Context: an optimization exercise on an open-source flow, tuned for small area, a short achievable clock period and few clock cycles per item. The choices shown serve that exercise and are no tape-out recipe.
At most, simulation tests tie the RTL to the original design; equivalence was not proved.

==> module gain, before the edit <==
module gain (
  input  logic [12:0] v,
  output logic [12:0] g
);
  logic [23:0] ve;
  logic [23:0] p;
  assign ve = {{11{v[12]}}, v};
  assign p  = (ve << 9) + (ve << 7) - (ve << 4) - (ve << 1);    
  assign g  = {p[23], p[21:10]};
endmodule
Settings: LEC_CHECK=0, CAP_MARGIN=20, CORE_MARGIN=2, CORE_UTILIZATION=30, SETUP_SLACK_MARGIN=3, SLEW_MARGIN=20, SYNTH_HIERARCHICAL=1, SYNTH_MINIMUM_KEEP_SIZE=10; clock period 10.0 ns.
run.sh (not shown) runs the stock make flow with config.mk's settings and CLKGATE_MAP_FILE= SYNTH_SCRIPT=/design/flow/synth_recipe.tcl, a recipe that flattens the netlist after the stock synthesis.
Testbench counts at the start, summed over its fixed seeds: cycles 8,000, matrices 320.
Next try:
--- a/flow/design.v
+++ b/flow/design.v
@@ -76,11 +76,19 @@
   input  logic [12:0] v,
   output logic [12:0] g
 );
-  logic [23:0] ve;
-  logic [23:0] p;
-  assign ve = {{11{v[12]}}, v};
-  assign p  = (ve << 9) + (ve << 7) - (ve << 4) - (ve << 1);    
-  assign g  = {p[23], p[21:10]};
+  logic [21:0] ve, ta, tb, tc, td;
+  logic [21:0] s1, k1, s2, k2, q;
+  assign ve = {{9{v[12]}}, v};
+  assign ta = ve << 8;
+  assign tb = ve << 6;
+  assign tc = ~(ve << 3);
+  assign td = ~ve;
+  assign s1 = ta ^ tb ^ tc;
+  assign k1 = {(ta[20:0] & tb[20:0]) | (ta[20:0] & tc[20:0]) | (tb[20:0] & tc[20:0]), 1'b1};
+  assign s2 = s1 ^ k1 ^ td;
+  assign k2 = {(s1[20:0] & k1[20:0]) | (s1[20:0] & td[20:0]) | (k1[20:0] & td[20:0]), 1'b1};
+  assign q  = s2 + k2;
+  assign g  = q[21:9];
 endmodule
 `timescale 1ns/100ps
 module qr_row_store (
After rerunning: Routed wire length fell by 3.2%. Synthesized area rose by 4.7%. Cell count rose by 1.9%. Via count rose by 0.76%. Hold slack gains 0.013 ns. First-iteration DRC count fell by 4.2%. Final area rose by 0.98%. Clock-buffer cell count fell by 1. Global-route usage fell by 1.4 points. Setup slack gains 0.11 ns. Register-to-register slack gains 0.11 ns. Critical path depth fell by 1. Fmax rose by 1.4%.
The RTL of the second run of this note was laid out without a check of its function.

== lane 1 ==
qr_cordic_top, a different RTL version from the one above (not shown whole).
For scale: roughly 56 I/O pins.
==> module givens_cordic, before the edit <==
module givens_cordic (
  input  logic        clk,
  input  logic        rst_n,
  input  logic [2:0]  ph,       
  input  logic [2:0]  ph_d,     
  input  logic        sgn,      
  input  logic        sgn_n,    
  input  logic [12:0] x0_i,
  input  logic [12:0] x1_i,
  input  logic [12:0] ys0_i,    
  input  logic [12:0] ys1_i,
  input  logic [12:0] yc0_i,
  input  logic [12:0] yc1_i,
  input  logic        yk0_i,
  input  logic        yk1_i,
  output logic [12:0] x0_o,     
  output logic [12:0] y0_o,
  output logic [12:0] x1_o,
  output logic [12:0] y1_o,
  output logic [12:0] x0_l,     
  output logic [12:0] y0_l,
  output logic [12:0] x1_l,
  output logic [12:0] y1_l
);
  logic signed [12:0] x0 [4];
  logic signed [12:0] y0 [4];
  logic signed [12:0] x1 [4];
  logic signed [12:0] y1 [4];
  assign x0[0] = x0_i;
  assign y0[0] = ys0_i;
  assign x1[0] = x1_i;
  assign y1[0] = ys1_i;
  logic s0;
  logic [2:0] ph0;
  logic [2:0] ph0_0;
  phase_nr #(.P(3)) u_ph0_0 (.clk(clk), .rst_n(rst_n), .d(ph_d), .q(ph0_0));
  logic [2:0] ph0_1;
  phase_nr_n #(.P(3)) u_ph0_1 (.clk(clk), .rst_n(rst_n), .d(ph_d), .q(ph0_1));
  logic [12:0] shx0_0, shy0_0, shx1_0, shy1_0;
  assign shy0_0 = (({13{ph0_0[0]}} & 13'(y0[0] >>> 0)) | ({13{ph0_0[1]}} & 13'(y0[0] >>> 3)) | ({13{ph0_0[2]}} & 13'(y0[0] >>> 6)));
  assign shx0_0 = (({13{ph0_0[0]}} & 13'(x0[0] >>> 0)) | ({13{ph0_0[1]}} & 13'(x0[0] >>> 3)) | ({13{ph0_0[2]}} & 13'(x0[0] >>> 6)));
  assign shy1_0 = (({13{ph0_1[0]}} & 13'(y1[0] >>> 0)) | ({13{ph0_1[1]}} & 13'(y1[0] >>> 3)) | ({13{ph0_1[2]}} & 13'(y1[0] >>> 6)));
  assign shx1_0 = (({13{ph0_1[0]}} & 13'(x1[0] >>> 0)) | ({13{ph0_1[1]}} & 13'(x1[0] >>> 3)) | ({13{ph0_1[2]}} & 13'(x1[0] >>> 6)));
  assign s0 = sgn;                            
  add3 u_x0_0 (.a(x0[0]), .b(shy0_0 ^ {13{s0}}), .c(yc0_i ^ {13{s0}}), .ci1(s0), .ci2(yk0_i ^ s0), .s(x0[1]));
  add3 u_y0_0 (.a(y0[0]), .b(shx0_0 ^ {13{sgn_n}}), .c(yc0_i), .ci1(sgn_n), .ci2(yk0_i), .s(y0[1]));
  add3 u_x1_0 (.a(x1[0]), .b(shy1_0 ^ {13{s0}}), .c(yc1_i ^ {13{s0}}), .ci1(s0), .ci2(yk1_i ^ s0), .s(x1[1]));
  add3 u_y1_0 (.a(y1[0]), .b(shx1_0 ^ {13{sgn_n}}), .c(yc1_i), .ci1(sgn_n), .ci2(yk1_i), .s(y1[1]));
  logic s1;
  logic [2:0] ph1;
  logic [2:0] ph1_0;
  phase_s_n #(.P(3)) u_ph1_0 (.clk(clk), .rst_n(rst_n), .d(ph_d), .q(ph1_0));
  logic [2:0] ph1_1;
  phase_r_n #(.P(3)) u_ph1_1 (.clk(clk), .rst_n(rst_n), .d(ph_d), .q(ph1_1));
  logic [12:0] shx0_1, shy0_1, shx1_1, shy1_1;
  assign shy0_1 = (({13{ph1_0[0]}} & 13'(y0[1] >>> 1)) | ({13{ph1_0[1]}} & 13'(y0[1] >>> 4)) | ({13{ph1_0[2]}} & 13'(y0[1] >>> 7)));
  assign shx0_1 = (({13{ph1_0[0]}} & 13'(x0[1] >>> 1)) | ({13{ph1_0[1]}} & 13'(x0[1] >>> 4)) | ({13{ph1_0[2]}} & 13'(x0[1] >>> 7)));
  assign shy1_1 = (({13{ph1_1[0]}} & 13'(y1[1] >>> 1)) | ({13{ph1_1[1]}} & 13'(y1[1] >>> 4)) | ({13{ph1_1[2]}} & 13'(y1[1] >>> 7)));
  assign shx1_1 = (({13{ph1_1[0]}} & 13'(x1[1] >>> 1)) | ({13{ph1_1[1]}} & 13'(x1[1] >>> 4)) | ({13{ph1_1[2]}} & 13'(x1[1] >>> 7)));
  assign s1 = y0[1][12];                    
  addsub u_x0_1 (.a(x0[1]), .b(shy0_1), .sub(s1),  .s(x0[2]));
  addsub u_y0_1 (.a(y0[1]), .b(shx0_1), .sub(~s1), .s(y0[2]));
  addsub u_x1_1 (.a(x1[1]), .b(shy1_1), .sub(s1),  .s(x1[2]));
  addsub u_y1_1 (.a(y1[1]), .b(shx1_1), .sub(~s1), .s(y1[2]));
  logic s2;
  logic [2:0] ph2;
  logic [2:0] ph2_0;
  phase_s #(.P(3)) u_ph2_0 (.clk(clk), .rst_n(rst_n), .d(ph_d), .q(ph2_0));
  logic [2:0] ph2_1;
  assign ph2_1 = ph;
  logic [12:0] shx0_2, shy0_2, shx1_2, shy1_2;
  assign shy0_2 = (({13{ph2_0[0]}} & 13'(y0[2] >>> 2)) | ({13{ph2_0[1]}} & 13'(y0[2] >>> 5)));
  assign shx0_2 = (({13{ph2_0[0]}} & 13'(x0[2] >>> 2)) | ({13{ph2_0[1]}} & 13'(x0[2] >>> 5)));
  assign shy1_2 = (({13{ph2_1[0]}} & 13'(y1[2] >>> 2)) | ({13{ph2_1[1]}} & 13'(y1[2] >>> 5)));
  assign shx1_2 = (({13{ph2_1[0]}} & 13'(x1[2] >>> 2)) | ({13{ph2_1[1]}} & 13'(x1[2] >>> 5)));
  assign s2 = y0[2][12];                    
  addsub u_x0_2 (.a(x0[2]), .b(shy0_2), .sub(s2),  .s(x0[3]));
  addsub u_y0_2 (.a(y0[2]), .b(shx0_2), .sub(~s2), .s(y0[3]));
  addsub u_x1_2 (.a(x1[2]), .b(shy1_2), .sub(s2),  .s(x1[3]));
  addsub u_y1_2 (.a(y1[2]), .b(shx1_2), .sub(~s2), .s(y1[3]));
  assign x0_o = x0[3];
  assign y0_o = y0[3];
  assign x1_o = x1[3];
  assign y1_o = y1[3];
  assign x0_l = x0[2];
  assign y0_l = y0[2];
  assign x1_l = x1[2];
  assign y1_l = y1[2];
endmodule
==> flow/config.mk <==
export PLATFORM = sky130hd
export DESIGN_NAME = qr_cordic_top
export DESIGN_NICKNAME = qr_cordic_top
export VERILOG_FILES = /design/flow/design.v
export SDC_FILE = /design/flow/constraint.sdc
export NUM_CORES = 4
export LEC_CHECK = 0
export ABC_AREA = 1
export CAP_MARGIN = 20
export CORE_MARGIN = 2
export CORE_UTILIZATION = 30
export SETUP_SLACK_MARGIN = 4
export SLEW_MARGIN = 20
export SYNTH_HIERARCHICAL = 1
export SYNTH_MINIMUM_KEEP_SIZE = 10
export TNS_END_PERCENT = 0
==> flow/constraint.sdc <==
create_clock -name core_clock -period 10.0 [get_ports {clk}]
set_input_delay 2.0000 -clock core_clock [delete_from_list [all_inputs] [get_ports {clk}]]
set_output_delay 2.0000 -clock core_clock [all_outputs]
set_load 0.01 [all_outputs]
Testbench counts of lane 1, summed over its fixed seeds: cycles 8,000, matrices 320.
### lane 1 -> lane 2
--- a/flow/design.v
+++ b/flow/design.v
@@ -35,20 +35,25 @@
   logic [2:0] ph0;
   logic [2:0] ph0_0;
   phase_nr #(.P(3)) u_ph0_0 (.clk(clk), .rst_n(rst_n), .d(ph_d), .q(ph0_0));
   logic [2:0] ph0_1;
   phase_nr_n #(.P(3)) u_ph0_1 (.clk(clk), .rst_n(rst_n), .d(ph_d), .q(ph0_1));
+  logic signed [12:0] y0v, x0v, y1v, x1v;       
+  assign y0v = y0[0] ^ {13{sgn}};
+  assign x0v = x0[0] ^ {13{sgn_n}};
+  assign y1v = y1[0] ^ {13{sgn}};
+  assign x1v = x1[0] ^ {13{sgn_n}};
   logic [12:0] shx0_0, shy0_0, shx1_0, shy1_0;
-  assign shy0_0 = (({13{ph0_0[0]}} & 13'(y0[0] >>> 0)) | ({13{ph0_0[1]}} & 13'(y0[0] >>> 3)) | ({13{ph0_0[2]}} & 13'(y0[0] >>> 6)));
-  assign shx0_0 = (({13{ph0_0[0]}} & 13'(x0[0] >>> 0)) | ({13{ph0_0[1]}} & 13'(x0[0] >>> 3)) | ({13{ph0_0[2]}} & 13'(x0[0] >>> 6)));
-  assign shy1_0 = (({13{ph0_1[0]}} & 13'(y1[0] >>> 0)) | ({13{ph0_1[1]}} & 13'(y1[0] >>> 3)) | ({13{ph0_1[2]}} & 13'(y1[0] >>> 6)));
-  assign shx1_0 = (({13{ph0_1[0]}} & 13'(x1[0] >>> 0)) | ({13{ph0_1[1]}} & 13'(x1[0] >>> 3)) | ({13{ph0_1[2]}} & 13'(x1[0] >>> 6)));
+  assign shy0_0 = (({13{ph0_0[0]}} & 13'(y0v >>> 0)) | ({13{ph0_0[1]}} & 13'(y0v >>> 3)) | ({13{ph0_0[2]}} & 13'(y0v >>> 6)));
+  assign shx0_0 = (({13{ph0_0[0]}} & 13'(x0v >>> 0)) | ({13{ph0_0[1]}} & 13'(x0v >>> 3)) | ({13{ph0_0[2]}} & 13'(x0v >>> 6)));
+  assign shy1_0 = (({13{ph0_1[0]}} & 13'(y1v >>> 0)) | ({13{ph0_1[1]}} & 13'(y1v >>> 3)) | ({13{ph0_1[2]}} & 13'(y1v >>> 6)));
+  assign shx1_0 = (({13{ph0_1[0]}} & 13'(x1v >>> 0)) | ({13{ph0_1[1]}} & 13'(x1v >>> 3)) | ({13{ph0_1[2]}} & 13'(x1v >>> 6)));
   assign s0 = sgn;                            
-  add3 u_x0_0 (.a(x0[0]), .b(shy0_0 ^ {13{s0}}), .c(yc0_i ^ {13{s0}}), .ci1(s0), .ci2(yk0_i ^ s0), .s(x0[1]));
-  add3 u_y0_0 (.a(y0[0]), .b(shx0_0 ^ {13{sgn_n}}), .c(yc0_i), .ci1(sgn_n), .ci2(yk0_i), .s(y0[1]));
-  add3 u_x1_0 (.a(x1[0]), .b(shy1_0 ^ {13{s0}}), .c(yc1_i ^ {13{s0}}), .ci1(s0), .ci2(yk1_i ^ s0), .s(x1[1]));
-  add3 u_y1_0 (.a(y1[0]), .b(shx1_0 ^ {13{sgn_n}}), .c(yc1_i), .ci1(sgn_n), .ci2(yk1_i), .s(y1[1]));
+  add3 u_x0_0 (.a(x0[0]), .b(shy0_0), .c(yc0_i ^ {13{s0}}), .ci1(s0), .ci2(yk0_i ^ s0), .s(x0[1]));
+  add3 u_y0_0 (.a(y0[0]), .b(shx0_0), .c(yc0_i), .ci1(sgn_n), .ci2(yk0_i), .s(y0[1]));
+  add3 u_x1_0 (.a(x1[0]), .b(shy1_0), .c(yc1_i ^ {13{s0}}), .ci1(s0), .ci2(yk1_i ^ s0), .s(x1[1]));
+  add3 u_y1_0 (.a(y1[0]), .b(shx1_0), .c(yc1_i), .ci1(sgn_n), .ci2(yk1_i), .s(y1[1]));
   logic s1;
   logic [2:0] ph1;
   logic [2:0] ph1_0;
   phase_s_n #(.P(3)) u_ph1_0 (.clk(clk), .rst_n(rst_n), .d(ph_d), .q(ph1_0));
   logic [2:0] ph1_1;
Results
- Against lane 1, lane 2 comes in 1.5 points higher on part of the cycle the worst path needs.
- Taking lane 2 as 1.0, lane 1 lands at 1.3 on number of cells on the worst reg-to-reg path.
- Looking only at number of non-clock inverters in the layout, and setting everything else aside, the lower value of lane 2 and lane 1 goes to lane 1.
- Lane 2 vs lane 1: non-clock buffer count up in lane 2
- Measured against each other, lane 2 and lane 1 differ in global-route met2 utilization, the higher figure coming from lane 1.
Testbench counts of lane 2, summed over its fixed seeds: cycles 8,000, matrices 320.

==> afterwards: timing with drivers on the ports <==
The results above use ideal ports. As a check the final layouts listed here were re-extracted and re-timed, cells and wires unchanged.
Step 1, drivers: a clkbuf_16 drives clk and a buf_2 each remaining input, both assumed.
Step 2 moves the port delays by t, midway between the first and last clock arrival at a register: inputs arrive t later, outputs are due t later. That takes back most of the time a late clock gives input paths.
Three values: ideal, step 1, step 2; two values: the first two.
run | shift t [ns] | setup slack, ns | worst hold slack (ns) | clock arrival spread, ns | worst slew at a driven data input, ns
the first run of note 1 | 0.607 | 2.473 / 2.473 / 2.473 | 0.499 / 0.499 / 0.499 | 0.017 / 0.017 | 0.06
the second run of note 1 | 0.583 | 2.580 / 2.580 / 2.580 | 0.512 / 0.512 / 0.512 | 0.020 / 0.021 | 0.09
lane 1 | 0.647 | 3.893 / 3.893 / 3.893 | 0.528 / 0.528 / 0.528 | 0.057 / 0.057 | 0.11
lane 2 | 0.615 | 3.741 / 3.741 / 3.741 | 0.473 / 0.473 / 0.473 | 0.038 / 0.038 | 0.06
After both steps setup and hold are still met in every run listed.
